From an optimization exercise on the open Yosys and OpenROAD flow, aimed at small area, a short achievable clock period and few clock cycles; shortcuts taken in it are not production practice.
Only simulation tests tie the RTL to the original design; equivalence was not proved.
Power figures rest on the tool's default switching activity, not on a simulated workload.

===== design/flow/design.v =====
package als_pkg;
   localparam int LEVEL_W = 10;
   localparam logic [7:0]  ALPHA_UP_RST   = 8'd77;
   localparam logic [7:0]  ALPHA_DOWN_RST = 8'd20;
   localparam logic [9:0]  MIDPOINT_RST   = 10'd50;
   localparam logic [5:0]  BAND_RST       = 6'd6;
   localparam logic [2:0]  SHIFT_RST      = 3'd3;
   localparam logic [9:0]  MIN_LEVEL_RST  = 10'd2;
   localparam logic [9:0]  MAX_LEVEL_RST  = 10'd510;
   localparam logic [7:0]  SLIDER_RST     = 8'd128;
endpackage
module als_div_steps #(
   parameter int STEPS = 4,
   parameter int RW    = 17
) (
   input  logic [16:0]      r_in,
   input  logic [16:0]      d,
   input  logic [STEPS-1:0] n_bits,    
   output logic [16:0]      r_out,
   output logic [STEPS-1:0] q_bits
);
   logic [16:0] r [STEPS+1];
   logic [17:0] t [STEPS];
   logic [18:0] diff [STEPS];
   always_comb begin
      r[0] = r_in;
      for (int s = 0; s < STEPS; s++) begin
         t[s]    = {r[s], n_bits[STEPS-1-s]};
         diff[s] = {1'b0, t[s]} - {2'b00, d};
         q_bits[STEPS-1-s] = !diff[s][18];
         r[s+1]  = diff[s][18] ? t[s][16:0] : diff[s][16:0];
         if (RW + s + 1 < 17) begin
            r[s+1] = r[s+1] & (17'h1ffff >> (16 - RW - s));
         end
      end
      r_out = r[STEPS];
   end
endmodule
module als_mul10 (
   input  logic [9:0]  a,
   input  logic [9:0]  b,
   output logic [19:0] p
);
   logic [19:0] row [10];
   logic [19:0] s [8];
   logic [19:0] c [8];
   function automatic logic [39:0] csa(input logic [19:0] x, input logic [19:0] y,
                                       input logic [19:0] z);
      logic [19:0] sum, cry;
      sum = x ^ y ^ z;
      cry = ((x & y) | (x & z) | (y & z)) << 1;
      csa = {sum, cry};
   endfunction
   always_comb begin
      for (int k = 0; k < 10; k++) begin
         row[k] = b[k] ? (20'(a) << k) : 20'd0;
      end
      {s[0], c[0]} = csa(row[0], row[1], row[2]);
      {s[1], c[1]} = csa(row[3], row[4], row[5]);
      {s[2], c[2]} = csa(row[6], row[7], row[8]);
      {s[3], c[3]} = csa(s[0], c[0], s[1]);
      {s[4], c[4]} = csa(c[1], s[2], c[2]);
      {s[5], c[5]} = csa(s[3], c[3], s[4]);
      {s[6], c[6]} = csa(s[5], c[5], c[4]);
      {s[7], c[7]} = csa(s[6], c[6], row[9]);
   end
   assign p = s[7] + c[7];
endmodule
module als_window (
   input  logic        clock,
   input  logic        reset,
   input  logic        wr_en,
   input  logic        clear,
   input  logic [15:0] wr_data,
   output logic [15:0] median
);
   logic [15:0] win_ff [5];
   logic [2:0]  count_ff;
   logic [2:0]  index_ff;
   logic        below_ff [5][5];
   logic [4:0]  le_new;
   logic [4:0]  valid;
   logic        below [5][5];
   logic [2:0]  rank [5];
   logic [2:0]  k_lo, k_hi;
   logic [15:0] lo, hi;
   logic [16:0] sum;
   always_comb begin
      for (int k = 0; k < 5; k++) begin
         le_new[k] = (win_ff[k] <= wr_data);
      end
   end
   always_ff @(posedge clock) begin
      if (wr_en) begin
         win_ff[index_ff] <= wr_data;
         for (int p = 0; p < 5; p++) begin
            for (int q = p + 1; q < 5; q++) begin
               if (3'(q) == index_ff) begin
                  below_ff[p][q] <= le_new[p];
               end else if (3'(p) == index_ff) begin
                  below_ff[p][q] <= !le_new[q];
               end
            end
         end
      end
   end
   always_ff @(posedge clock) begin
      if (reset) begin
         count_ff <= '0;
         index_ff <= '0;
      end else if (clear) begin
         count_ff <= '0;
         index_ff <= '0;
      end else if (wr_en) begin
         index_ff <= (index_ff == 3'd4) ? 3'd0 : index_ff + 3'd1;
         if (count_ff != 3'd5) begin
            count_ff <= count_ff + 3'd1;
         end
      end
   end
   always_comb begin
      for (int i = 0; i < 5; i++) begin
         valid[i] = (3'(i) < count_ff);
      end
      for (int p = 0; p < 5; p++) begin
         below[p][p] = 1'b0;
         for (int q = p + 1; q < 5; q++) begin
            below[p][q] = below_ff[p][q];
            below[q][p] = !below_ff[p][q];
         end
      end
      for (int i = 0; i < 5; i++) begin
         rank[i] = 3'd0;
         for (int j = 0; j < 5; j++) begin
            if (j != i) begin
               rank[i] = rank[i] + 3'(valid[j] & below[j][i]);
            end
         end
      end
      k_lo = (count_ff - 3'd1) >> 1;
      k_hi = count_ff >> 1;
      lo = '0;
      hi = '0;
      for (int i = 0; i < 5; i++) begin
         if (valid[i] && rank[i] == k_lo) lo = lo | win_ff[i];
         if (valid[i] && rank[i] == k_hi) hi = hi | win_ff[i];
      end
      sum = {1'b0, lo} + {1'b0, hi};
   end
   assign median = sum[16:1];
endmodule
module ambient_light_backlight_controller (
   input  logic       clock,
   input  logic       reset,
   input  logic        req_valid,
   output logic        req_ready,
   input  logic        req_kind,
   input  logic [15:0] req_lux_sample,
   input  logic        req_auto_mode,
   input  logic        req_slider_valid,
   input  logic [7:0]  req_slider_level,
   output logic        rsp_valid,
   input  logic        rsp_ready,
   output logic [9:0]  rsp_backlight_level,
   output logic        rsp_level_written,
   output logic [9:0]  rsp_target_level,
   output logic [15:0] rsp_filtered_lux,
   input  logic       csr_wr_en,
   input  logic [2:0] csr_index,
   input  logic [9:0] csr_wr_data
);
   logic [7:0]  alpha_up_ff, alpha_down_ff;
   logic [9:0]  midpoint_ff;
   logic [5:0]  band_ff;
   logic [2:0]  shift_ff;
   logic [9:0]  min_ff, max_ff;
   logic [20:0]        kdiv_ff;
   logic signed [10:0] span_ff;
   logic [9:0]         span_abs_ff;
   logic        ready_ff;
   logic        req_fire, tick_fire, samp_fire, mode_change;
   logic        last_mode_ff, last_mode_valid_ff;
   logic [7:0]  manual_ff;
   logic [15:0] med_val;
   logic [23:0] filt_ff;
   logic [7:0]  last_slider_ff;
   logic        last_slider_valid_ff;
   logic signed [10:0] offset_ff;
   logic [9:0]  goal_ff;
   logic        goal_valid_ff;
   logic [9:0]  cur_ff;
   logic        cur_valid_ff;
   logic        v1, v2, v2b, v2c, v3, v4;
   logic        ld1, ld2, ld2b, ld2c, ld3, ld4;
   logic [15:0] med1;
   logic        am1, mc1, sv1;
   logic [7:0]  sw1;
   logic        am2, mc2, cap2;
   logic [7:0]  sw2;
   logic        am2b, mc2b, cap2b;
   logic [7:0]  sw2b;
   logic [12:0] rem2b;
   logic [16:0] den2b;
   logic [7:0]  xlo2b;
   logic [1:0]  q2b;
   logic        am2c, mc2c, cap2c;
   logic [7:0]  sw2c;
   logic [15:0] rem2c;
   logic [16:0] den2c;
   logic [4:0]  xlo2c;
   logic [4:0]  q2c;
   logic        v2d, ld2d;
   logic        am2d, mc2d, cap2d;
   logic [17:0] sprod2d;
   logic [16:0] rem2d, den2d;
   logic [1:0]  xlo2d;
   logic [7:0]  q2d;
   logic        am3, mc3, cap3;
   logic [9:0]  smap3;
   logic [15:0] flux3;
   logic [9:0]  auto3;
   logic        am4;
   logic [9:0]  dest4;
   logic [15:0] flux4;
   assign req_ready   = ready_ff;
   assign req_fire    = req_valid && ready_ff && !reset;
   assign tick_fire   = req_fire && req_kind;
   assign samp_fire   = req_fire && !req_kind;
   assign mode_change = !last_mode_valid_ff || (req_auto_mode != last_mode_ff);
   assign ld4    = !v4 || rsp_ready;
   assign ld3    = !v3 || ld4;
   assign ld2d   = !v2d || ld3;
   assign ld2c   = !v2c || ld2d;
   assign ld2b   = !v2b || ld2c;
   assign ld2    = !v2 || ld2b;
   assign ld1    = !v1 || ld2;
   logic v1_n, v2_n, v2b_n, v2c_n, v2d_n, v3_n, v4_n;
   assign v1_n  = ld1 ? tick_fire : v1;
   assign v2_n  = ld2 ? v1 : v2;
   assign v2b_n = ld2b ? v2 : v2b;
   assign v2c_n = ld2c ? v2b : v2c;
   assign v2d_n = ld2d ? v2c : v2d;
   assign v3_n  = ld3 ? v2d : v3;
   assign v4_n  = ld4 ? v3 : v4;
   always_ff @(posedge clock) begin
      if (reset) begin
         v1 <= 1'b0; v2 <= 1'b0; v2b <= 1'b0; v2c <= 1'b0; v2d <= 1'b0;
         v3 <= 1'b0; v4 <= 1'b0;
         ready_ff     <= 1'b1;
      end else begin
         v1 <= v1_n; v2 <= v2_n; v2b <= v2b_n; v2c <= v2c_n; v2d <= v2d_n;
         v3 <= v3_n; v4 <= v4_n;
         ready_ff     <= !(v1_n && v2_n && v2b_n && v2c_n && v2d_n && v3_n && v4_n);
      end
   end
   always_ff @(posedge clock) begin
      if (reset) begin
         alpha_up_ff   <= als_pkg::ALPHA_UP_RST;
         alpha_down_ff <= als_pkg::ALPHA_DOWN_RST;
         midpoint_ff   <= als_pkg::MIDPOINT_RST;
         band_ff       <= als_pkg::BAND_RST;
         shift_ff      <= als_pkg::SHIFT_RST;
         min_ff        <= als_pkg::MIN_LEVEL_RST;
         max_ff        <= als_pkg::MAX_LEVEL_RST;
      end else if (csr_wr_en) begin
         case (csr_index)
            3'd0: alpha_up_ff   <= csr_wr_data[7:0];
            3'd1: alpha_down_ff <= csr_wr_data[7:0];
            3'd2: midpoint_ff   <= csr_wr_data;
            3'd3: band_ff       <= csr_wr_data[5:0];
            3'd4: shift_ff      <= csr_wr_data[2:0];
            3'd5: min_ff        <= csr_wr_data;
            3'd6: max_ff        <= csr_wr_data;
            default: begin
            end
         endcase
      end
   end
   logic [19:0] mul_p;
   als_mul10 u_mul (
      .a (v2c ? span_abs_ff : max_ff),
      .b (v2c ? {2'b00, sw2c} : midpoint_ff),
      .p (mul_p)
   );
   assign span_ff = $signed({1'b0, max_ff}) - $signed({1'b0, min_ff});
   always_ff @(posedge clock) begin
      if (!v2c) begin
         kdiv_ff <= {1'b0, mul_p} + {11'd0, midpoint_ff} - 21'd1;
      end
      span_abs_ff <= span_ff[10] ? 10'(-span_ff) : span_ff[9:0];
   end
   als_window u_window (
      .clock   (clock),
      .reset   (reset),
      .wr_en   (samp_fire),
      .clear   (tick_fire && mode_change),
      .wr_data (req_lux_sample),
      .median  (med_val)
   );
   always_ff @(posedge clock) begin
      if (reset) begin
         last_mode_valid_ff <= 1'b0;
         manual_ff          <= als_pkg::SLIDER_RST;
      end else if (tick_fire) begin
         last_mode_ff       <= req_auto_mode;
         last_mode_valid_ff <= 1'b1;
         if (!req_auto_mode && req_slider_valid) begin
            manual_ff <= req_slider_level;
         end
      end
   end
   always_ff @(posedge clock) begin
      if (ld1) begin
         med1 <= mode_change ? 16'h0000 : med_val;
         am1  <= req_auto_mode;
         mc1  <= mode_change;
         sv1  <= req_slider_valid;
         sw1  <= (req_auto_mode || req_slider_valid) ? req_slider_level : manual_ff;
      end
   end
   logic [24:0] ema_err;
   logic        ema_fall;
   logic [7:0]  ema_alpha;
   logic [31:0] ema_e32;
   logic [31:0] ema_row [9];
   logic [31:0] ema_s [7];
   logic [31:0] ema_c [7];
   logic [31:0] ema_acc;
   logic [23:0] filt_new;
   function automatic logic [63:0] csa(input logic [31:0] a, input logic [31:0] b,
                                       input logic [31:0] c);
      logic [31:0] s, k;
      s = a ^ b ^ c;
      k = ((a & b) | (a & c) | (b & c)) << 1;
      csa = {s, k};
   endfunction
   assign ema_err   = {1'b0, med1, 8'h00} - {1'b0, filt_ff};
   assign ema_fall  = (med1 < filt_ff[23:8]) || ((med1 == filt_ff[23:8]) && (filt_ff[7:0] != 8'd0));
   assign ema_alpha = ema_fall ? alpha_down_ff : alpha_up_ff;
   assign ema_e32   = {{7{ema_err[24]}}, ema_err};
   always_comb begin
      for (int k = 0; k < 8; k++) begin
         ema_row[k] = ema_alpha[k] ? (ema_e32 << k) : 32'd0;
      end
      ema_row[8] = {filt_ff, {8{ema_fall}}};
      {ema_s[0], ema_c[0]} = csa(ema_row[0], ema_row[1], ema_row[2]);
      {ema_s[1], ema_c[1]} = csa(ema_row[3], ema_row[4], ema_row[5]);
      {ema_s[2], ema_c[2]} = csa(ema_row[6], ema_row[7], ema_row[8]);
      {ema_s[3], ema_c[3]} = csa(ema_s[0], ema_c[0], ema_s[1]);
      {ema_s[4], ema_c[4]} = csa(ema_c[1], ema_s[2], ema_c[2]);
      {ema_s[5], ema_c[5]} = csa(ema_s[3], ema_c[3], ema_s[4]);
      {ema_s[6], ema_c[6]} = csa(ema_s[5], ema_c[5], ema_c[4]);
   end
   assign ema_acc  = ema_s[6] + ema_c[6];
   assign filt_new = mc1 ? 24'd0 : ema_acc[31:8];
   logic ls_valid_in;
   logic cap1;
   assign ls_valid_in = !mc1 && last_slider_valid_ff;
   assign cap1        = sv1 && ls_valid_in && (sw1 != last_slider_ff);
   always_ff @(posedge clock) begin
      if (v1 && ld2) begin
         filt_ff <= filt_new;
         if (sv1) begin
            last_slider_ff       <= sw1;
            last_slider_valid_ff <= 1'b1;
         end else begin
            last_slider_valid_ff <= ls_valid_in;
         end
      end
      if (ld2) begin
         am2    <= am1;
         mc2    <= mc1;
         cap2   <= cap1;
         sw2    <= sw1;
      end
   end
   logic [20:0] x2;
   logic [16:0] d2;
   logic [16:0] rem2_out, rem2b_out, rem2c_out;
   logic [1:0]  q2_bits;
   logic [2:0]  q2b_bits;
   logic [2:0]  q2c_bits;
   logic [1:0]  q2d_bits;
   assign x2 = kdiv_ff + {5'd0, filt_ff[23:8]} + {20'd0, filt_ff[7]};
   assign d2 = {1'b0, filt_ff[23:8]} + {7'd0, midpoint_ff} + {16'd0, filt_ff[7]};
   als_div_steps #(.STEPS(2), .RW(11)) u_div_a (
      .r_in   ({6'd0, x2[20:10]}),
      .d      (d2),
      .n_bits (x2[9:8]),
      .r_out  (rem2_out),
      .q_bits (q2_bits)
   );
   always_ff @(posedge clock) begin
      if (ld2b) begin
         am2b   <= am2;
         mc2b   <= mc2;
         cap2b  <= cap2;
         sw2b   <= sw2;
         rem2b  <= rem2_out[12:0];
         den2b  <= d2;
         xlo2b  <= x2[7:0];
         q2b    <= q2_bits;
      end
   end
   als_div_steps #(.STEPS(3), .RW(13)) u_div_b (
      .r_in   ({4'd0, rem2b}),
      .d      (den2b),
      .n_bits (xlo2b[7:5]),
      .r_out  (rem2b_out),
      .q_bits (q2b_bits)
   );
   always_ff @(posedge clock) begin
      if (ld2c) begin
         am2c   <= am2b;
         mc2c   <= mc2b;
         cap2c  <= cap2b;
         sw2c   <= sw2b;
         rem2c  <= rem2b_out[15:0];
         den2c  <= den2b;
         xlo2c  <= xlo2b[4:0];
         q2c    <= {q2b, q2b_bits};
      end
   end
   als_div_steps #(.STEPS(3), .RW(16)) u_div_c (
      .r_in   ({1'd0, rem2c}),
      .d      (den2c),
      .n_bits (xlo2c[4:2]),
      .r_out  (rem2c_out),
      .q_bits (q2c_bits)
   );
   always_ff @(posedge clock) begin
      if (ld2d) begin
         am2d   <= am2c;
         mc2d   <= mc2c;
         cap2d  <= cap2c;
         sprod2d <= mul_p[17:0];
         rem2d  <= rem2c_out;
         den2d  <= den2c;
         xlo2d  <= xlo2c[1:0];
         q2d    <= {q2c, q2c_bits};
      end
   end
   logic [10:0] slider_ab;
   logic [2:0]  slider_k;
   logic [9:0]  smap_q;
   logic [9:0]  smap2d;
   assign slider_ab = {1'b0, sprod2d[17:8]} + {3'd0, sprod2d[7:0]};
   assign slider_k  = 3'(slider_ab >= 11'd255) + 3'(slider_ab >= 11'd510)
                    + 3'(slider_ab >= 11'd765) + 3'(slider_ab >= 11'd1020);
   assign smap_q    = sprod2d[17:8] + {7'd0, slider_k};
   assign smap2d    = span_ff[10] ? (min_ff - smap_q) : (min_ff + smap_q);
   logic [9:0]  c2d;
   logic [15:0] flux2d;
   logic        auto_low;
   als_div_steps #(.STEPS(2)) u_div_d (
      .r_in   (rem2d),
      .d      (den2d),
      .n_bits (xlo2d),
      .r_out  (),
      .q_bits (q2d_bits)
   );
   assign c2d      = {q2d, q2d_bits};
   assign flux2d   = 16'(den2d - {7'd0, midpoint_ff});
   assign auto_low = (flux2d == 16'd0) || (span_ff < $signed({1'b0, c2d}));
   always_ff @(posedge clock) begin
      if (ld3) begin
         am3   <= am2d;
         mc3   <= mc2d;
         cap3  <= cap2d;
         smap3 <= smap2d;
         flux3 <= am2d ? flux2d : 16'd0;
         auto3 <= auto_low ? min_ff : (max_ff - c2d);
      end
   end
   logic signed [10:0] off_in;
   logic signed [12:0] tgt_sum;
   logic               tgt_below, tgt_above;
   logic [9:0]         tgt;
   logic signed [13:0] dist_sum;
   logic signed [10:0] dist_min, dist_max;
   logic               far_sum, far_min, far_max;
   logic               goal_move;
   logic [9:0]         goal_new;
   assign off_in   = mc3 ? 11'sd0 : offset_ff;
   assign tgt_sum  = cap3 ? $signed({3'b000, smap3})
                          : ($signed({3'b000, auto3}) + {{2{off_in[10]}}, off_in});
   assign tgt_below = tgt_sum < $signed({3'b000, min_ff});
   assign tgt_above = tgt_sum > $signed({3'b000, max_ff});
   assign tgt       = tgt_below ? min_ff : (tgt_above ? max_ff : tgt_sum[9:0]);
   assign dist_sum = $signed({tgt_sum[12], tgt_sum}) - $signed({4'b0000, goal_ff});
   assign dist_min = $signed({1'b0, min_ff}) - $signed({1'b0, goal_ff});
   assign dist_max = $signed({1'b0, max_ff}) - $signed({1'b0, goal_ff});
   assign far_sum  = (dist_sum > $signed({8'd0, band_ff})) || (dist_sum < -$signed({8'd0, band_ff}));
   assign far_min  = (dist_min > $signed({5'd0, band_ff})) || (dist_min < -$signed({5'd0, band_ff}));
   assign far_max  = (dist_max > $signed({5'd0, band_ff})) || (dist_max < -$signed({5'd0, band_ff}));
   assign goal_move = mc3 || !goal_valid_ff
                   || (tgt_below ? far_min : (tgt_above ? far_max : far_sum));
   assign goal_new  = goal_move ? tgt : goal_ff;
   always_ff @(posedge clock) begin
      if (v3 && ld4) begin
         goal_ff       <= goal_new;
         goal_valid_ff <= 1'b1;
         offset_ff     <= cap3 ? ($signed({1'b0, smap3}) - $signed({1'b0, auto3})) : off_in;
      end
      if (ld4) begin
         am4   <= am3;
         dest4 <= am3 ? goal_new : smap3;
         flux4 <= flux3;
      end
   end
   logic       up4;
   logic [9:0] ramp_dist;
   logic [9:0] ramp_raw;
   logic [9:0] ramp_step;
   logic [9:0] cur_new;
   logic       cur_moves;
   assign up4       = dest4 > cur_ff;
   assign cur_moves = !cur_valid_ff || (cur_ff != dest4);
   assign ramp_dist = up4 ? (dest4 - cur_ff) : (cur_ff - dest4);
   assign ramp_raw  = ramp_dist >> shift_ff;
   assign ramp_step = (ramp_raw == 10'd0) ? 10'd1 : ramp_raw;
   always_comb begin
      if (!cur_valid_ff || !am4) begin
         cur_new = dest4;
      end else if (cur_ff == dest4) begin
         cur_new = cur_ff;
      end else if (up4) begin
         cur_new = cur_ff + ramp_step;
      end else begin
         cur_new = cur_ff - ramp_step;
      end
   end
   always_ff @(posedge clock) begin
      if (reset) begin
         cur_valid_ff <= 1'b0;
      end else if (v4 && rsp_ready) begin
         cur_valid_ff <= 1'b1;
      end
      if (v4 && rsp_ready) begin
         cur_ff <= cur_new;
      end
   end
   assign rsp_valid           = v4;
   assign rsp_backlight_level = cur_new;
   assign rsp_level_written   = cur_moves;
   assign rsp_target_level    = dest4;
   assign rsp_filtered_lux    = flux4;
endmodule

===== design/flow/run.sh =====
#!/bin/bash
# synth_recipe.tcl (not shown) runs the flow's synth.tcl, then flattens the netlist and writes it again
# the make line also repeats each setting of config.mk as NAME=value (left out here)
make -C /OpenROAD-flow-scripts/flow DESIGN_CONFIG=/design/flow/config.mk WORK_HOME=/design/flow/orfs CLKGATE_MAP_FILE= SYNTH_SCRIPT=/design/flow/synth_recipe.tcl finish

===== design/flow/config.mk =====
export PLATFORM = sky130hd
export DESIGN_NAME = ambient_light_backlight_controller
export DESIGN_NICKNAME = ambient_light_backlight_controller
export VERILOG_FILES = /design/flow/design.v
export SDC_FILE = /design/flow/constraint.sdc
export NUM_CORES = 4
export LEC_CHECK = 0
export CAP_MARGIN = 20
export CORE_MARGIN = 2
export CORE_UTILIZATION = 40
export SETUP_SLACK_MARGIN = 1.5
export SLEW_MARGIN = 20

===== design/flow/constraint.sdc =====
create_clock -name core_clock -period 10.0 [get_ports {clock}]
set_input_delay 2.0000 -clock core_clock [delete_from_list [all_inputs] [get_ports {clock}]]
set_output_delay 2.0000 -clock core_clock [all_outputs]
set_load 0.01 [all_outputs]

==> results of run 1 <==
==> registers in the layout, indices dropped and copies added (netlist names), 11 cells and up <==
register and count:
offset_ff 11, rem2c 16, rem2b 13, den2c 17
flux4 16, den2b 17, med1 16, den2d 17
u_window.win_ff 80, sprod2d 18, rem2d 17, flux3 16
filt_ff 24, kdiv_ff 21
==> where the power goes <==
group          internal (W)  total, W  leakage, nW  switching, W
registers           0.00323   0.00351         5.35      0.000275
logic               0.00689    0.0142         19.7       0.00728
clock network       0.00147   0.00252         1.10       0.00105
total                0.0116    0.0202         26.2       0.00860
==> Yosys cell counts, types with 36 or more instances <==
cell | number | area (sq um)
a21boi_0 | 39 | 292.8
a21o_1 | 148 | 1111
a21oi_1 | 283 | 1416
and2_1 | 52 | 325.3
and3_1 | 40 | 250.2
clkbuf_1 | 108 | 405.4
dfxtp_1 | 89 | 1782
edfxtp_1 | 450 | 13510
fa_1 | 283 | 5665
ha_1 | 626 | 7833
inv_1 | 611 | 2293
mux2_2 | 112 | 1261
mux2i_1 | 78 | 780.8
nand2_1 | 479 | 1798
nand2b_1 | 54 | 337.8
nand3_1 | 101 | 505.5
nor2_1 | 455 | 1708
nor2b_1 | 102 | 638.1
nor3_1 | 101 | 505.5
o211ai_1 | 39 | 292.8
o21a_1 | 84 | 630.6
o21ai_0 | 217 | 1086
or2_2 | 36 | 225.2
xnor2_1 | 229 | 2006
xor2_1 | 125 | 1095
==> timing repair <==
item,4_1_cts,5_1_grt
pin swaps,70,80
setup buffers,61,63
hold endpoints to repair,0,0
gates cloned,1,4
gates resized for setup,152,176
setup endpoints to repair,75,74
==> stage by stage <==
stage	std cells	utilization	instance area, sq um	worst slack, ps	total power [W]
finish	7363	0.4642	59280	1173	0.02020
detailed placement	7108	0.4281	54660	608.5	0.01552
global placement	7108	0.4281	54660	611.9	0.01535
global route	7363	0.4642	59280	943.7	0.02197
CTS	7294	0.4540	57960	1185	0.01911
floorplan	5419	-	51660	1528	0.01293
==> per-layer routing <==
layer | wire length [um] | vias up | GRT usage
li1 | - | 19510 | -
met2 | 66880 | 1068 | 0.3600
met1 | 65400 | 19640 | 0.2972
met5 | 0 | - | 0
met4 | 5173 | 0 | 0.07388
met3 | 7327 | 237 | 0.02806
==> layout make-up <==
cell class	instances	area, sq um	area share
clock buffers	84	1814	0.03061
clock inverters	40	455.4	0.007683
multi-input cells	4140	34810	0.5872
flip-flops and latches	539	15300	0.2580
well taps	1662	2079	0.03508
diodes	1	2.502	0.00004222
inverters	612	2306	0.03890
repair buffers	285	2515	0.04243
==> worst register-to-register path, delay by kind of cell, from the launching register on <==
family | cells | cell delay, ps
AO/OA/AOI/OAI | 25 | 4500
adder cells (fa/ha/maj) | 3 | 740
buffers and inverters | 6 | 790
flip-flops | 1 | 430
multiplexers | 2 | 720
AND/OR/NAND/NOR | 5 | 970
==> cell families (layout without fill, tap and decap cells) <==
family          after synthesis  count (layout)  share of synthesized area
compound gates             1123            1123                     0.1442
xor+xnor                    354             354                    0.06016
fa+ha+maj                   909             909                     0.2619
buf+inv                     741            1021                    0.05445
flops                       539             539                     0.2968
mux                         194             194                    0.04108
other cells                   0               1                          0
simple gates               1559            1560                     0.1415
==> worst paths after layout <==
kind,from,endpoint,slack [ps],depth (start not counted)
max reg2reg,xlo2c[4],rem2d[7],1610,41
min,sw2b[5],sw2c[5],410,0
min reg2reg,sw2b[5],sw2c[5],410,0
max,dest4[0],rsp_backlight_level[9],1170,29
==> impl_metrics.ini, run 1 <==
[critical_path]
cpPeakStageDelay_ps = 490
cp.required_ps = 8000
cp.buffers_inverters = 5
end_kind = output port
criticalPathCategory = flip-flop to output port
slowest_stage = mux4_2
path_max_fanout = 8
worstPathArrival_ps = 6830
cp_top_family = compound AO/OA/AOI/OAI gates
cp_common_cell = a21o_1
startpoint_type = flip-flop

[grt]
grt_pass1_vias = 40590
antenna_found_initial = 5
grt_max_degree = 66
grt_pass1_wl_mm = 227.8
overflow = 0
grtUsageTotal = 0.2189

[hold_path]
hp-class = flip-flop to flip-flop

[yosys]
synth-async-reset-ratio = 0
synth_cell_types = 90
synth_edf_count = 450
yosys_warnings = 28
ys_ff_latch = 539
synth_ff_type = edfxtp_1
syn_inst = 5419
synth_nets = 6373
synth_seq_area_share = 0.2968
avgSynthCellArea_sq_um = 9.511
syn_area_sq_mm = 0.05154

[die]
rows = 131
initial_core_util = 0.4036
die_w_um = 363.0
die_y_um = 363.0
core-area_sq_mm = 0.1277
die_area_sq_mm = 0.1317
num_io_pins = 84

[detailed_routing]
vias_per_cell = 5.494
dr.pass1.iters = 6
routed_wl_mm = 144.8
drc = 0
drtIter0Drc = 3009
postRouteAntennaNets = 0
wl_per_cell_um = 19.66
vias = 40450

[final_layout]
layout_common_cells = ha_1 (608), inv_1 (597), nand2_1 (472)
nFillCells = 12060
final_nets = 6600
syn2layout_area_growth_pct = 15.02
final_common_cell = ha_1
drive_gt1_frac = 0.1186

[placement]
io_buffer_count = 83
routabilityCongestion = 0.9091
dp_hpwl_mm = 111.5

[power_and_ir_drop]
p_leak_nw = 26.17
ir_worst_vdd_mv = 0.3207
p_per_area_mw_per_mm2 = 340.7

[clock_network]
cts_root_buf = clkbuf_16
htree_levels = 3
clk_latency_ps = 670
cts_tree = yes
cts_buffer_depth = 3
ctsHoldBuffers = 0
clk_pin_slew_worst_paths_ps = 60
cts_buffers = 68
cts.sinks = 539

[timing]
min_period_ps = 8827
post-route-period-util = 0.8827
tns_ps = 0
fmax_mhz = 113.3
hold_ws_ps = 409.9
hold_viol = 0
grt_setup_unrepaired = yes
setup_violations = 0
drv_slew = 0
max_slew_margin = 0.3259
tightest_slew_ps = 1008
skew_ps = 36.40

[flow_run]
drv_cap = 0

[outcome]
status = timing/DRC/antenna clean
Testbench counts, summed over its fixed seeds: cycles 3,920.
==> run 2, diff against run 1 <==
--- a/design/flow/config.mk
+++ b/design/flow/config.mk
@@ -5,8 +5,9 @@
 export SDC_FILE = /design/flow/constraint.sdc
 export NUM_CORES = 4
 export LEC_CHECK = 0
+export ABC_AREA = 1
 export CAP_MARGIN = 20
 export CORE_MARGIN = 2
-export CORE_UTILIZATION = 40
+export CORE_UTILIZATION = 55
 export SETUP_SLACK_MARGIN = 1.5
 export SLEW_MARGIN = 20
==> impl_metrics.ini, run 2 <==
[outcome]
status = timing/DRC/antenna clean

[die]
num_io_pins = 84
die_w_um = 313.1
core-area_sq_mm = 0.09487
initial_core_util = 0.5537
die_area_sq_mm = 0.09800
rows = 113
die_y_um = 313.1

[yosys]
synth_ff_type = edfxtp_1
syn_area_sq_mm = 0.05253
muxShareOfSynthArea = 0.001905
synth_cell_types = 85
synthXorXnorAreaFrac = 0.05538
yosys.area_share.simple = 0.1716
synth_top_area_cell = edfxtp_1
synth_top_area_share = 0.2572
synth_compound_area_frac = 0.1368
avgSynthCellArea_sq_um = 8.330
synthTopCellsByArea = edfxtp_1 (26%), ha_1 (15%), fa_1 (11%)
synth_edf_count = 450
syn_inst = 6306
synth_most_common_cell = nand2_1
synth_adder_area_share = 0.2569
ys_ff_latch = 539
synth_seq_area_share = 0.2912
synth_top_family_by_area = adder cells
synthTopCellsByCount = nand2_1 (1058), inv_1 (1053), ha_1 (626)
yosys_warnings = 28
synth_nets = 7260
synth-async-reset-ratio = 0

[power_and_ir_drop]
intPower_w = 0.01016
p_leak_nw = 27.37
switching_share = 0.4930
ir_worst_vdd_mv = 0.4549
seqPwrFrac = 0.184
p_comb_frac = 0.692
p_switching_w = 0.009883
power_w = 0.02005
pwr-share-clk = 0.124
p_per_area_mw_per_mm2 = 348.5

[placement]
routabilityCongestion = 0.9540
dpl-instance-area_sq_mm = 0.05474
io_buffer_count = 83
place_ws_ps = 1409
dp_hpwl_mm = 122.4

[hold_path]
hp-class = flip-flop to flip-flop

[critical_path]
worstPathArrival_ps = 6120
cp.required_ps = 8000
r2r_setup_slack_ps = 2120
slowest_stage = fa_2
timing.rr.start = v2c
crit_path_start = dest4[0]
r2r-end = kdiv_ff[20]
criticalPathCategory = flip-flop to output port
startpoint_type = flip-flop
path_max_fanout = 6
rr_worst_depth = 30
cpPeakStageDelay_ps = 440
cp_common_cell = nand2_1
critPathCapture = rsp_backlight_level[9]
end_kind = output port

[grt]
overflow = 0
grt_pass1_vias = 42340
antenna_found_initial = 5
grt_max_degree = 67
grtUsageTotal = 0.3111
grt_pass1_wl_mm = 237.6

[final_layout]
layout_common_cells = nand2_1 (1051), inv_1 (1044), ha_1 (616)
final_util = 0.6063
multi_input_area_sq_mm = 0.03308
reg_top3 = u_window.win_ff: 80 flops, filt_ff: 24 flops, kdiv_ff: 21 flops
top_register = u_window.win_ff
fin_area_sq_mm = 0.05752
nFillCells = 8626
drive_gt1_frac = 0.05812
seq_area_sq_mm = 0.01530
largest_reg_flops = 80
final_common_cell = nand2_1
syn2layout_area_growth_pct = 9.496
final_nets = 7373

[clock_network]
cts_tree = yes
clk_latency_ps = 630
cts_root_buf = clkbuf_16
htree_levels = 3
clk_pin_slew_worst_paths_ps = 50
cts_buffer_depth = 3
cts_buffers = 67
ctsHoldBuffers = 0
cts.sinks = 539

[timing]
setup_violations = 0
fmax_mhz = 123.1
grt_setup_unrepaired = no
drv_slew = 0
min_period_ps = 8122
post-route-period-util = 0.8122
tightest_slew_ps = 1107
worst_slack_ps = 1878
max_slew_margin = 0.2597
hold_viol = 0
tns_ps = 0
skew_ps = 26.62

[detailed_routing]
drc = 0
dr.pass1.iters = 6
drtIter0Drc = 3400
vias = 43450
routed_wl_mm = 152.7
wl_per_cell_um = 19.73
vias_per_cell = 5.615
postRouteAntennaNets = 0

[flow_run]
drv_cap = 0
-- run 2: area by class of cell --
class,instances,area share
Multi-Input combinational cell,4596,0.5751
Sequential cell,539,0.2659
Inverter,1076,0.07065
Clock buffer,87,0.03228
Tap cell,1265,0.02752
Timing Repair Buffer,138,0.02206
Clock inverter,32,0.006221
Antenna cell,4,0.0001740
Timing Repair inverter,1,0.00008701
-- run 2: metrics by stage --
stage,hold slack [ps],cells
6_report,417.5,7738
5_1_grt,430.8,7737
4_1_cts,418.4,7720
3_5_place_dp,404.5,7586
3_3_place_gp,402.8,7585
2_1_floorplan,400.3,6306
-- run 2: logic make-up (layout without fill, tap and decap cells) --
family,Yosys count,in the layout
mux,9,9
fa+ha+maj,909,909
compound gates,1251,1251
xor+xnor,330,330
simple gates,2096,2097
buf+inv,1172,1334
other cells,0,4
flops,539,539
-- run 2: how the worst min path moves through the flow --
stage,cells after the start,slack [ps],start,to
final,0,420,flux3[13],flux4[13]
after global routing,0,430,flux3[7],flux4[7]
after CTS,0,420,flux3[13],flux4[13]
after detailed placement,0,400,flux3[7],flux4[7]
after global placement,0,400,sw2[5],sw2b[5]
after floorplan,0,400,am1,am2
-- run 2: what timing repair did --
| action | in CTS | in global routing |
|---|---|---|
| pin swaps | 3 | 18 |
| cloned | 1 | 1 |
| setup endpoints to repair | 5 | 59 |
| gates resized for setup | 23 | 55 |
| setup buffers | 14 | 12 |
| endpoints found under the hold margin | 0 | 0 |
-- run 2: per-layer routing --
metal	part of all wire	up-vias	global-route usage
met5	0	-	0
met4	0.033	0	0.1035
met3	0.057	250	0.03897
met1	0.44	20550	0.4263
met2	0.47	1340	0.5119
li1	-	21310	-
-- run 2: worst max-delay path, delay by kind of cell (launching register included) --
family | cells | cell delay, ps
and+or+nand+nor | 21 | 2180
DFF | 1 | 420
buffers and inverters | 9 | 950
AOI/OAI and AO/OA | 3 | 440
adders and majority gates | 4 | 1050
xor gates and xnor gates | 2 | 440
-- run 2: power groups by stage --
stage          logic (W)  clock network [W]  registers [W]
2_1_floorplan     0.0105                  0        0.00356
3_3_place_gp      0.0133                  0        0.00373
3_5_place_dp      0.0135                  0        0.00373
4_1_cts           0.0137            0.00253        0.00368
5_1_grt           0.0157            0.00261        0.00371
6_report          0.0139            0.00249        0.00368
==> run 3, diff against run 2 <==
--- a/design/flow/config.mk
+++ b/design/flow/config.mk
@@ -8,6 +8,6 @@
 export ABC_AREA = 1
 export CAP_MARGIN = 20
 export CORE_MARGIN = 2
-export CORE_UTILIZATION = 55
-export SETUP_SLACK_MARGIN = 1.5
+export CORE_UTILIZATION = 40
+export SETUP_SLACK_MARGIN = 3.5
 export SLEW_MARGIN = 20
==> impl_metrics.ini, run 3 <==
[yosys]
synth_top_family_by_area = adder cells
yosys_warnings = 28
synth-async-reset-ratio = 0
muxShareOfSynthArea = 0.001905
synth_nets = 7260
synth_adder_area_share = 0.2569
synth_top_area_cell = edfxtp_1
synth_seq_area_share = 0.2912
synthXorXnorAreaFrac = 0.05538
synth_edf_count = 450
synth_ff_type = edfxtp_1
yosys.area_share.simple = 0.1716
synthTopCellsByCount = nand2_1 (1058), inv_1 (1053), ha_1 (626)
synth_top_area_share = 0.2572
synth_cell_types = 85
synthTopCellsByArea = edfxtp_1 (26%), ha_1 (15%), fa_1 (11%)
synth_compound_area_frac = 0.1368
syn_area_sq_mm = 0.05253
synth_most_common_cell = nand2_1
syn_inst = 6306
ys_ff_latch = 539
avgSynthCellArea_sq_um = 8.330

[clock_network]
cts_buffers = 69
htree_levels = 3
cts.sinks = 539
cts_root_buf = clkbuf_16
clk_latency_ps = 680
clk_pin_slew_worst_paths_ps = 60
ctsHoldBuffers = 0
cts_buffer_depth = 3
cts_tree = yes

[timing]
drv_slew = 0
fmax_mhz = 128.5
setup_violations = 0
min_period_ps = 7781
skew_ps = 34.21
post-route-period-util = 0.7781
max_slew_margin = 0.1715
grt_setup_unrepaired = yes
hold_viol = 0
hold_ws_ps = 403.4
tns_ps = 0
tightest_slew_ps = 1231

[final_layout]
final_nets = 7894
reg_top3 = u_window.win_ff: 80 flops, filt_ff: 24 flops, kdiv_ff: 21 flops
top_register = u_window.win_ff
layout_common_cells = inv_1 (931), nand2_1 (928), ha_1 (520)
drive_gt1_frac = 0.2375
final_cells = 8736
largest_reg_flops = 80
final_common_cell = inv_1
fin_area_sq_mm = 0.06737
syn2layout_area_growth_pct = 28.25

[critical_path]
r2r-end = rem2b[1]
path_max_fanout = 3
end_kind = output port
cp.buffers_inverters = 35
timing.rr.start = filt_ff[8]
cp_common_cell = buf_4
cpPeakStageDelay_ps = 470
cp.required_ps = 8000
startpoint_type = flip-flop
r2r_setup_slack_ps = 2970
worstPathArrival_ps = 5780
rr_worst_depth = 51
cp_top_family = buffers and inverters
slowest_stage = edfxtp_1
criticalPathCategory = flip-flop to output port

[grt]
antenna_found_initial = 3
overflow = 0
grt_pass1_wl_mm = 255.7
grtUsageTotal = 0.2411
grt_pass1_vias = 45220
grt_max_degree = 67

[die]
die_area_sq_mm = 0.1342
rows = 132
core-area_sq_mm = 0.1300
num_io_pins = 84
die_y_um = 366.4
initial_core_util = 0.4042
die_w_um = 366.4

[placement]
placed_cells = 8065
dpl-instance-area_sq_mm = 0.05554
dp_hpwl_mm = 122.9
routabilityCongestion = 0.9404
io_buffer_count = 83

[power_and_ir_drop]
p_per_area_mw_per_mm2 = 405.9
p_comb_frac = 0.768
pwr-share-clk = 0.097
switching_share = 0.4732
p_leak_nw = 30.64
p_switching_w = 0.01294
intPower_w = 0.01441
power_w = 0.02735
ir_worst_vdd_mv = 0.5302
seqPwrFrac = 0.135

[detailed_routing]
postRouteAntennaNets = 0
drtIter0Drc = 3846
routed_wl_mm = 172.6
vias = 47000
wl_per_cell_um = 19.76
drc = 0
dr.pass1.iters = 6
vias_per_cell = 5.380

[outcome]
status = timing/DRC/antenna clean

[hold_path]
hp-class = flip-flop to flip-flop
hold_path_end = sw2b[3]
holdPathStages = 0
hp-start = sw2[3]

[flow_run]
drv_cap = 0
-- run 3: changes by cell type in the layout (fill, tap and decap cells not counted), moves of 68 or more --
cell	before	now
buf_6	2	70
nand2_1	1051	928
inv_1	1044	931
o21ai_0	344	249
a21oi_1	532	439
buf_4	51	440
a21oi_2	6	80
nand2_2	32	119
inv_2	22	108
ha_4	9	95
ha_1	616	520
-- run 3: worst register-to-register path: cells and delay by family, from the launching register on --
| kind | cells | cell delay (ps) |
|---|---|---|
| buf+inv | 20 | 2220 |
| simple gates | 11 | 860 |
| xor+xnor | 2 | 370 |
| fa+ha+maj | 4 | 1150 |
| flops | 1 | 390 |
| compound gates | 14 | 1820 |
-- run 3: timing repair --
item                       CTS  global route
setup endpoints to repair  105           120
gates resized for setup    538           731
cloned                      22            10
buffers inserted           295           217
pin swaps                  193           434
-- run 3: stage by stage --
| stage | util | worst slack [ps] |
|---|---|---|
| after floorplan | - | 3440 |
| after global placement | 0.4270 | 1586 |
| after detailed placement | 0.4273 | 1541 |
| after CTS | 0.4819 | 2343 |
| after global routing | 0.5183 | 1975 |
| final | 0.5183 | 2219 |
-- run 3: kinds of logic after synthesis --
kind of cell	after synthesis
xor gates and xnor gates	330
buffers and inverters	1172
muxes	9
adders and majority gates	909
AOI/OAI and AO/OA	1251
DFF	539
and+or+nand+nor	2096
-- run 3: power by group through the flow --
stage	logic, W	clock network (W)	registers [W]
final	0.0210	0.00264	0.00369
after global routing	0.0229	0.00278	0.00372
after CTS	0.0164	0.00270	0.00368
after detailed placement	0.0134	0	0.00372
after global placement	0.0132	0	0.00373
after floorplan	0.0105	0	0.00357
-- run 3: cell type report --
class	count	area [sq um]
Clock inverter	42	540.5
Multi-Input combinational cell	4605	37400
Clock buffer	82	1859
Fill cell	11780	62610
Sequential cell	539	15320
Tap cell	1742	2180
Timing Repair inverter	13	126.4
Timing Repair Buffer	636	5744
Inverter	1076	4194
Antenna cell	1	2.502
-- run 3: worst max path at each step --
| stage | end | slack [ps] | startpoint | cells past startpoint |
|---|---|---|---|---|
| floorplan | kdiv_ff[20] | 3440 | v2c | 32 |
| global placement | rem2b[3] | 1590 | filt_ff[7] | 45 |
| detailed placement | rem2b[3] | 1540 | filt_ff[7] | 45 |
| CTS | rsp_backlight_level[9] | 2340 | dest4[0] | 37 |
| global route | rsp_backlight_level[8] | 1970 | dest4[0] | 38 |
| finish | rsp_backlight_level[0] | 2220 | dest4[0] | 36 |
-- run 3: routing by layer --
layer	GRT usage	up-vias	share of wire
met5	0	-	0.00014
met4	0.08705	4	0.042
li1	-	22360	-
met2	0.4050	1581	0.47
met1	0.3185	22620	0.43
met3	0.02956	439	0.056
==> run 4, diff against run 3 <==
--- a/design/flow/config.mk
+++ b/design/flow/config.mk
@@ -9,5 +9,5 @@
 export CAP_MARGIN = 20
 export CORE_MARGIN = 2
 export CORE_UTILIZATION = 40
-export SETUP_SLACK_MARGIN = 3.5
+export SETUP_SLACK_MARGIN = 2.0
 export SLEW_MARGIN = 20
==> impl_metrics.ini, run 4 <==
[outcome]
status = timing/DRC/antenna clean

[yosys]
ys_ff_latch = 539
syn_area_sq_mm = 0.05253
synthTopCellsByArea = edfxtp_1 (26%), ha_1 (15%), fa_1 (11%)
synth_seq_area_share = 0.2912
synth-async-reset-ratio = 0
synth_nets = 7260
synth_most_common_cell = nand2_1
synth_cell_types = 85
synth_edf_count = 450
yosys_warnings = 28
avgSynthCellArea_sq_um = 8.330
synthTopCellsByCount = nand2_1 (1058), inv_1 (1053), ha_1 (626)
syn_inst = 6306
synth_top_area_share = 0.2572
synth_ff_type = edfxtp_1
synth_top_area_cell = edfxtp_1

[critical_path]
end_kind = output port
r2r_setup_slack_ps = 2480
worstPathArrival_ps = 5740
timing.rr.start = max_ff[2]
rr_worst_depth = 30
r2r-end = kdiv_ff[20]
slowest_stage = edfxtp_1
startpoint_type = flip-flop
cpPeakStageDelay_ps = 460
path_max_fanout = 15
criticalPathCategory = flip-flop to output port
cp.required_ps = 8000

[final_layout]
final_common_cell = nand2_1
largest_reg_flops = 80
syn2layout_area_growth_pct = 12.16
nFillCells = 12720
final_util = 0.4533
final_nets = 7433
top_register = u_window.win_ff
drive_gt1_frac = 0.07732
layout_common_cells = nand2_1 (1034), inv_1 (1026), ha_1 (611)
seq_area_sq_mm = 0.01530
multi_input_area_sq_mm = 0.03337
reg_top3 = u_window.win_ff: 80 flops, filt_ff: 24 flops, kdiv_ff: 21 flops

[detailed_routing]
vias = 43670
postRouteAntennaNets = 0
vias_per_cell = 5.276
dr.pass1.iters = 6
drtIter0Drc = 3269
routed_wl_mm = 153.3
drc = 0
wl_per_cell_um = 18.52

[die]
die_area_sq_mm = 0.1342
rows = 132
initial_core_util = 0.4042
die_w_um = 366.4
die_y_um = 366.4
num_io_pins = 84
core-area_sq_mm = 0.1300

[placement]
io_buffer_count = 83
routabilityCongestion = 0.9281
dp_hpwl_mm = 121.7

[clock_network]
cts.sinks = 539
cts_buffer_depth = 3
clk_pin_slew_worst_paths_ps = 60
cts_tree = yes
htree_levels = 3
cts_buffers = 68
clk_latency_ps = 650
cts_root_buf = clkbuf_16

[timing]
hold_viol = 0
setup_violations = 0
drv_slew = 0
grt_setup_unrepaired = yes
fmax_mhz = 129.2
max_slew_margin = 0.2727
skew_ps = 27.92
tns_ps = 0
post-route-period-util = 0.7739
tightest_slew_ps = 1087
min_period_ps = 7739

[grt]
grt_pass1_vias = 42310
grt_pass1_wl_mm = 237.0
grtUsageTotal = 0.2233
overflow = 0
grt_max_degree = 67
antenna_found_initial = 3

[power_and_ir_drop]
p_leak_nw = 27.70
ir_worst_vdd_mv = 0.4264
p_per_area_mw_per_mm2 = 343.4

[hold_path]
hold_path_end = cap2b
hp-start = cap2
holdPathStages = 0
hp-class = flip-flop to flip-flop

[flow_run]
drv_cap = 0
==> run 4: routing by layer <==
layer,part of all wire,global-route usage,up-vias
li1,-,-,21440
met1,0.45,0.3018,20790
met2,0.47,0.3723,1193
met3,0.054,0.02832,239
met4,0.029,0.06727,0
met5,0,0,-
==> run 4: worst max path at each step <==
stage                     startpoint                endpoint  slack, ps
after floorplan                  v2c             kdiv_ff[20]       2380
after global placement           v2c             kdiv_ff[20]       1770
after detailed placement   cur_ff[2]  rsp_backlight_level[9]       1650
after CTS                  cur_ff[0]  rsp_backlight_level[9]       1910
after global routing        dest4[0]  rsp_backlight_level[9]       1920
final                       dest4[0]  rsp_backlight_level[9]       2260
==> run 4: cell type report <==
cell class	instances	share of cell area
antenna	3	0.0001274
clock buffer	80	0.03037
clock inverter	42	0.007093
inverter	1076	0.06929
multi-input combinational	4597	0.5664
sequential	539	0.2597
tap	1742	0.03699
timing repair buffer	192	0.02954
timing repair inverter	5	0.0005521
==> run 4: what timing repair did <==
item,CTS,global route
hold buffers,0,0
setup buffers,7,73
gates resized for setup,42,143
pin swaps,2,72
endpoints found under the setup margin,26,77
gates cloned,3,4
endpoints found under the hold margin,0,0
==> run 4: power breakdown <==
group	internal [W]	switching, W	leakage [nW]
Sequential	0.00336	0.000309	5.36
Clock	0.00143	0.00102	1.08
Combinational	0.00551	0.00860	21.3
Total	0.0103	0.00993	27.7
==> run 4: stage by stage <==
| step | hold WS, ps | setup WS [ps] | cells | power (W) | instance area [sq um] |
|---|---|---|---|---|---|
| after global routing | 421.9 | 1918 | 8273 | 0.02230 | 58910 |
| after global placement | 401.1 | 1766 | 8062 | 0.01689 | 55320 |
| after detailed placement | 404.5 | 1650 | 8062 | 0.01709 | 55330 |
| final | 417.5 | 2261 | 8276 | 0.02023 | 58920 |
| after CTS | 417.3 | 1911 | 8194 | 0.01975 | 57770 |
| after floorplan | 400.3 | 2377 | 6306 | 0.01402 | 52530 |
==> run 4: cell families after synthesis <==
family          after synthesis  share of synthesized area
compound gates             1251                     0.1368
buf+inv                    1172                    0.08615
flops                       539                     0.2912
mux                           9                   0.001906
fa+ha+maj                   909                     0.2569
simple gates               2096                     0.1716
xor+xnor                    330                    0.05538
==> run 4: worst max-delay path, delay by kind of cell (launching register included) <==
family	cells	cell delay, ps
AND/OR/NAND/NOR	20	1940
adder cells (fa/ha/maj)	4	970
buffers and inverters	7	530
AO/OA/AOI/OAI	5	720
flip-flops	1	460
XOR/XNOR	2	440
==> run 5, diff against run 4 <==
--- a/design/flow/config.mk
+++ b/design/flow/config.mk
@@ -9,5 +9,5 @@
 export CAP_MARGIN = 20
 export CORE_MARGIN = 2
 export CORE_UTILIZATION = 40
-export SETUP_SLACK_MARGIN = 2.0
+export SETUP_SLACK_MARGIN = 1.5
 export SLEW_MARGIN = 20
==> impl_metrics.ini, run 5 <==
[yosys]
synth_cell_types = 85
synth_edf_count = 450
synthTopCellsByArea = edfxtp_1 (26%), ha_1 (15%), fa_1 (11%)
synth_top_area_cell = edfxtp_1
ys_ff_latch = 539
syn_inst = 6306
synth_seq_area_share = 0.2912
syn_area_sq_mm = 0.05253
yosys_warnings = 28
synth_top_area_share = 0.2572
synth_nets = 7260
synth_ff_type = edfxtp_1
synthTopCellsByCount = nand2_1 (1058), inv_1 (1053), ha_1 (626)
synth-async-reset-ratio = 0
avgSynthCellArea_sq_um = 8.330
synth_most_common_cell = nand2_1

[power_and_ir_drop]
power_w = 0.01974
p_leak_nw = 27.24
p_per_area_mw_per_mm2 = 341.8
ir_worst_vdd_mv = 0.4343

[final_layout]
final_common_cell = nand2_1
drive_gt1_frac = 0.05299
syn2layout_area_growth_pct = 9.930
reg_top3 = u_window.win_ff: 80 flops, filt_ff: 24 flops, kdiv_ff: 21 flops
final_util = 0.4443
final_cells = 8199
layout_common_cells = nand2_1 (1056), inv_1 (1045), ha_1 (619)
final_nets = 7356
largest_reg_flops = 80
top_register = u_window.win_ff

[timing]
tns_ps = 0
post-route-period-util = 0.8174
tightest_slew_ps = 1100
fmax_mhz = 122.3
grt_setup_unrepaired = yes
setup_violations = 0
skew_ps = 34.62
drv_slew = 0
min_period_ps = 8174
hold_viol = 0
worst_slack_ps = 1826
max_slew_margin = 0.2642

[clock_network]
ctsHoldBuffers = 0
clk_latency_ps = 650
cts.sinks = 539
cts_root_buf = clkbuf_16
cts_tree = yes
cts_buffers = 68
htree_levels = 3
clk_pin_slew_worst_paths_ps = 60
cts_buffer_depth = 3

[die]
die_area_sq_mm = 0.1342
core-area_sq_mm = 0.1300
die_y_um = 366.4
die_w_um = 366.4
rows = 132
num_io_pins = 84
initial_core_util = 0.4042

[placement]
dp_hpwl_mm = 121.7
io_buffer_count = 83
placed_cells = 8062
place_ws_ps = 1650
routabilityCongestion = 0.9281

[critical_path]
cp.buffers_inverters = 7
worstPathArrival_ps = 6170
cpPeakStageDelay_ps = 420
rr_worst_depth = 26
cp.required_ps = 8000
startpoint_type = flip-flop
cp.depth = 39
criticalPathCategory = flip-flop to output port
slowest_stage = edfxtp_1
cp_top_family = simple AND/OR/NAND/NOR gates
cp_common_cell = nand2_1
path_max_fanout = 15
end_kind = output port

[detailed_routing]
drtIter0Drc = 3307
drt-met1-wl_mm = 68.41
met2WireLength_mm = 70.99
top_layer = met4
postRouteAntennaNets = 0
wl_met3_mm = 7.913
vias = 43280
routed_wl_mm = 151.6
dr.pass1.iters = 6
drc = 0
wl_per_cell_um = 18.49
vias_per_cell = 5.279

[grt]
grt_pass1_wl_mm = 236.0
grt_max_degree = 67
overflow = 0
grt_pass1_vias = 42240
grtUsageTotal = 0.2222
antenna_found_initial = 3

[outcome]
status = timing/DRC/antenna clean

[flow_run]
drv_cap = 0

[hold_path]
holdPathStages = 0
hp-class = flip-flop to flip-flop
## run 5: cell count changes in the layout (fill, tap and decap cells not counted), sizes merged
cell           change
inv                +3
clkinvlp           -4
nand3              -1
clkdlybuf4s50      -1
dlymetal6s2s       +1
nand2              -1
clkbuf             +2
buf               -75
dlygate4sd2        -1
## run 5: area by class of cell
cell class / count / area, sq um
Multi-Input combinational cell: 4595 / 32880
Tap cell: 1742 / 2180
Timing Repair inverter: 4 / 27.53
Clock buffer: 80 / 1789
Clock inverter: 42 / 417.9
Inverter: 1076 / 4061
Timing Repair Buffer: 118 / 1094
Fill cell: 12830 / 72230
Antenna cell: 3 / 7.507
Sequential cell: 539 / 15300
## run 5: repair_timing
item / 4_1_cts / 5_1_grt
endpoints found under the setup margin: 2 / 59
gates resized for setup: 13 / 34
pin swaps: 0 / 1
setup buffers: 1 / 5
gates cloned: 0 / 4
## run 5: where the power goes
group	switching, W	internal (W)
Sequential	0.000307	0.00336
Combinational	0.00838	0.00524
Clock	0.00102	0.00143
## run 5: path summary, 6_finish.rpt
path / start / to / slack, ps
setup / recovery: dest4[8] / rsp_backlight_level[9] / 1830
hold / removal: sw2[6] / sw2b[6] / 420
setup reg to reg: filt_ff[21] / filt_ff[23] / 2040
hold reg to reg: sw2[6] / sw2b[6] / 420
## run 5: worst reg2reg max path: stages, from the launching register on
cell and delay, ps:
edfxtp_1 530, inv_1 170, ha_1 380, a21oi_1 230, o21ai_0 120, a211oi_1 360, nand2_1 130, nand2_2 400
inv_2 220, or2_2 310, o21ai_0 80, buf_4 250, clkinvlp_4 350, nand2_1 250, fa_1 580, fa_1 570
fa_1 560, inv_1 60, fa_1 490, ha_1 370, a21oi_1 210, a21boi_1 340, nor2_1 80, a2111oi_1 410
nand3_1 130, nand2_1 80, nor2_1 60
## run 5: metal layers
metal	vias to the layer above	GRT usage
li1	21290	-
met1	20600	0.3005
met2	1159	0.3713
met3	238	0.02765
met4	0	0.06545
met5	-	0
## run 5: cells by family (layout without fill, tap and decap cells)
logic type,after synthesis,count (layout),synth area share
AO/OA/AOI/OAI,1251,1251,0.1368
buffers and inverters,1172,1320,0.08615
AND/OR/NAND/NOR,2096,2096,0.1716
adder cells (fa/ha/maj),909,909,0.2569
multiplexers,9,9,0.001906
XOR/XNOR,330,330,0.05538
flip-flops,539,539,0.2912
other,0,3,0
## run 5: through the flow
stage / hold WS, ps / cell area [sq um]
floorplan: 400.3 / 52530
global placement: 401.1 / 55320
detailed placement: 404.5 / 55330
CTS: 417.3 / 57590
global route: 421.9 / 57740
finish: 417.3 / 57750
==> run 6, diff against run 5 <==
--- a/design/flow/config.mk
+++ b/design/flow/config.mk
@@ -9,5 +9,5 @@
 export CAP_MARGIN = 20
 export CORE_MARGIN = 2
 export CORE_UTILIZATION = 40
-export SETUP_SLACK_MARGIN = 1.5
+export SETUP_SLACK_MARGIN = 2.5
 export SLEW_MARGIN = 20
==> impl_metrics.ini, run 6 <==
[yosys]
synth_top_area_cell = edfxtp_1
synth_top_family_by_area = adder cells
synth_compound_area_frac = 0.1368
synth-async-reset-ratio = 0
synth_most_common_cell = nand2_1
synth_ff_type = edfxtp_1
synthTopCellsByArea = edfxtp_1 (26%), ha_1 (15%), fa_1 (11%)
synth_top_area_share = 0.2572
syn_inst = 6306
syn_area_sq_mm = 0.05253
yosys_warnings = 28
avgSynthCellArea_sq_um = 8.330
ys_ff_latch = 539
synthTopCellsByCount = nand2_1 (1058), inv_1 (1053), ha_1 (626)
synth_adder_area_share = 0.2569
synth_edf_count = 450
yosys.area_share.simple = 0.1716
synth_cell_types = 85
muxShareOfSynthArea = 0.001905
synth_seq_area_share = 0.2912
synthXorXnorAreaFrac = 0.05538
synth_nets = 7260

[detailed_routing]
vias = 44090
postRouteAntennaNets = 0
routed_wl_mm = 156.0
dr.pass1.iters = 6
vias_per_cell = 5.282
wl_per_cell_um = 18.69
drtIter0Drc = 3115
drc = 0

[critical_path]
cp_top_family = simple AND/OR/NAND/NOR gates
cp.buffers_inverters = 9
cp_common_cell = nand3_4
r2r-end = filt_ff[18]
worstPathArrival_ps = 5750
path_max_fanout = 7
critPathCapture = rsp_backlight_level[8]
crit_path_start = dest4[0]
criticalPathCategory = flip-flop to output port
startpoint_type = flip-flop
cp.depth = 36
rr_worst_depth = 29
end_kind = output port
slowest_stage = edfxtp_1
cpPeakStageDelay_ps = 480
cp.required_ps = 8000
timing.rr.start = filt_ff[15]
r2r_setup_slack_ps = 2920

[grt]
antenna_found_initial = 6
overflow = 0
grt_max_degree = 65
grt_pass1_wl_mm = 240.8
grtUsageTotal = 0.2271
grt_pass1_vias = 43010

[die]
core-area_sq_mm = 0.1300
initial_core_util = 0.4042
die_area_sq_mm = 0.1342
rows = 132
num_io_pins = 84
die_y_um = 366.4
die_w_um = 366.4

[final_layout]
top_register = u_window.win_ff
multi_input_area_sq_mm = 0.03399
drive_gt1_frac = 0.1036
final_common_cell = inv_1
seq_area_sq_mm = 0.01531
largest_reg_flops = 80
syn2layout_area_growth_pct = 14.51
nFillCells = 12660
reg_top3 = u_window.win_ff: 80 flops, filt_ff: 24 flops, kdiv_ff: 21 flops
final_nets = 7502
layout_common_cells = inv_1 (1022), nand2_1 (1016), ha_1 (603)

[placement]
io_buffer_count = 83
dp_hpwl_mm = 122.1
routabilityCongestion = 0.9423

[timing]
max_slew_margin = 0.2325
tns_ps = 0
hold_ws_ps = 410.3
fmax_mhz = 129.0
setup_violations = 0
tightest_slew_ps = 1148
hold_viol = 0
drv_slew = 0
post-route-period-util = 0.7750
skew_ps = 30.03
min_period_ps = 7750
grt_setup_unrepaired = yes

[clock_network]
cts_buffer_depth = 3
cts_buffers = 69
ctsHoldBuffers = 0
cts_root_buf = clkbuf_16
cts_tree = yes
clk_pin_slew_worst_paths_ps = 60
cts.sinks = 539
htree_levels = 3
clk_latency_ps = 670

[power_and_ir_drop]
ir_worst_vdd_mv = 0.4182
p_per_area_mw_per_mm2 = 345.9
p_leak_nw = 28.15

[hold_path]
hp-class = flip-flop to flip-flop
holdPathStages = 0
hp-start = am2b

[flow_run]
drv_cap = 0

[outcome]
status = timing/DRC/antenna clean
[run 6: cell counts after synthesis]
Identical to the previous run, type by type.
[run 6: worst register-to-register path: cells and delay by family (launching register included)]
kind / cells / cell delay [ps]
compound gates: 5 / 1030
fa+ha+maj: 6 / 2740
buf+inv: 7 / 1000
flops: 1 / 450
simple gates: 11 / 1590
[run 6: worst min path at each step]
stage                endpoint  slack, ps
floorplan                 am2        400
global placement      sw2b[7]        400
detailed placement  flux4[15]        400
CTS                    q2d[5]        420
global route            cap2d        420
finish                   am2c        410
[run 6: routing by layer]
layer  up-vias  global-route usage  share of wire
met4         0             0.07273          0.030
li1      21570                   -              -
met3       231             0.02885          0.051
met2      1195              0.3809           0.47
met5         -                   0              0
met1     21090              0.3033           0.45
[run 6: power breakdown]
group / internal, W / total, W / switching (W)
Clock: 0.00146 / 0.00253 / 0.00107
Sequential: 0.00336 / 0.00367 / 0.000307
Combinational: 0.00582 / 0.0146 / 0.00878
Total: 0.0107 / 0.0208 / 0.0102
[run 6: final cells by class]
| cell class | instances | area share |
|---|---|---|
| antenna | 1 | 0.00004160 |
| clock buffer | 84 | 0.03051 |
| clock inverter | 43 | 0.007530 |
| inverter | 1076 | 0.06862 |
| multi-input combinational | 4601 | 0.5651 |
| sequential | 539 | 0.2546 |
| tap | 1742 | 0.03623 |
| timing repair buffer | 257 | 0.03690 |
| timing repair inverter | 4 | 0.0004992 |
[run 6: what timing repair did]
action,CTS,global route
gates resized for setup,118,233
endpoints found under the hold margin,0,0
pin swaps,56,116
buffers inserted,63,86
setup endpoints to repair,83,81
gates cloned,6,4
[run 6: per-stage QoR]
stage | cells | util | area (sq um) | setup slack [ps] | power, W
2_1_floorplan | 6306 | - | 52530 | 2739 | 0.01402
3_3_place_gp | 8059 | 0.4255 | 55300 | 1743 | 0.01679
3_5_place_dp | 8059 | 0.4255 | 55300 | 1659 | 0.01698
4_1_cts | 8255 | 0.4504 | 58550 | 2181 | 0.01994
5_1_grt | 8347 | 0.4628 | 60150 | 1866 | 0.02289
6_report | 8347 | 0.4628 | 60150 | 2250 | 0.02081
[run 6: kinds of logic (layout without fill, tap and decap cells)]
kind of cell             Yosys count  after routing
buffers and inverters           1172           1464
AO/OA/AOI/OAI                   1251           1252
flip-flops                       539            539
other                              0              1
adder cells (fa/ha/maj)          909            909
AND/OR/NAND/NOR                 2096           2101
XOR/XNOR                         330            330
multiplexers                       9              9

==> static timing again, ports no longer ideal <==
How much do the figures lean on ideal ports? The routed layouts below were timed once more, with nothing changed but the port constraints.
Step 1: set_driving_cell puts a clkbuf_16 on clock and a buf_2 on each other input, an assumption about the parent block.
Step 2 adds t to the input delays and takes it off the output delays; t is the mean of the earliest and latest rising clock arrival at the registers after step 1. Input paths then give back, and output paths get back, about the clock's delay inside the block.
Three values: no drivers, after step 1, after step 2; two values: the first two.
| run | t, ns | setup slack, ns | worst setup path after step 2 |
|---|---|---|---|
| run 1 | 0.733 | 1.173 / 1.096 / 1.613 | register to register |
| run 2 | 0.685 | 1.878 / 1.811 / 2.118 | register to register |
| run 3 | 0.738 | 2.219 / 2.142 / 2.881 | register to output |
| run 4 | 0.711 | 2.261 / 2.187 / 2.477 | register to register |
| run 5 | 0.712 | 1.826 / 1.752 / 2.045 | register to register |
| run 6 | 0.734 | 2.250 / 2.176 / 2.909 | register to output |
After both steps setup and hold are still met in every run listed.
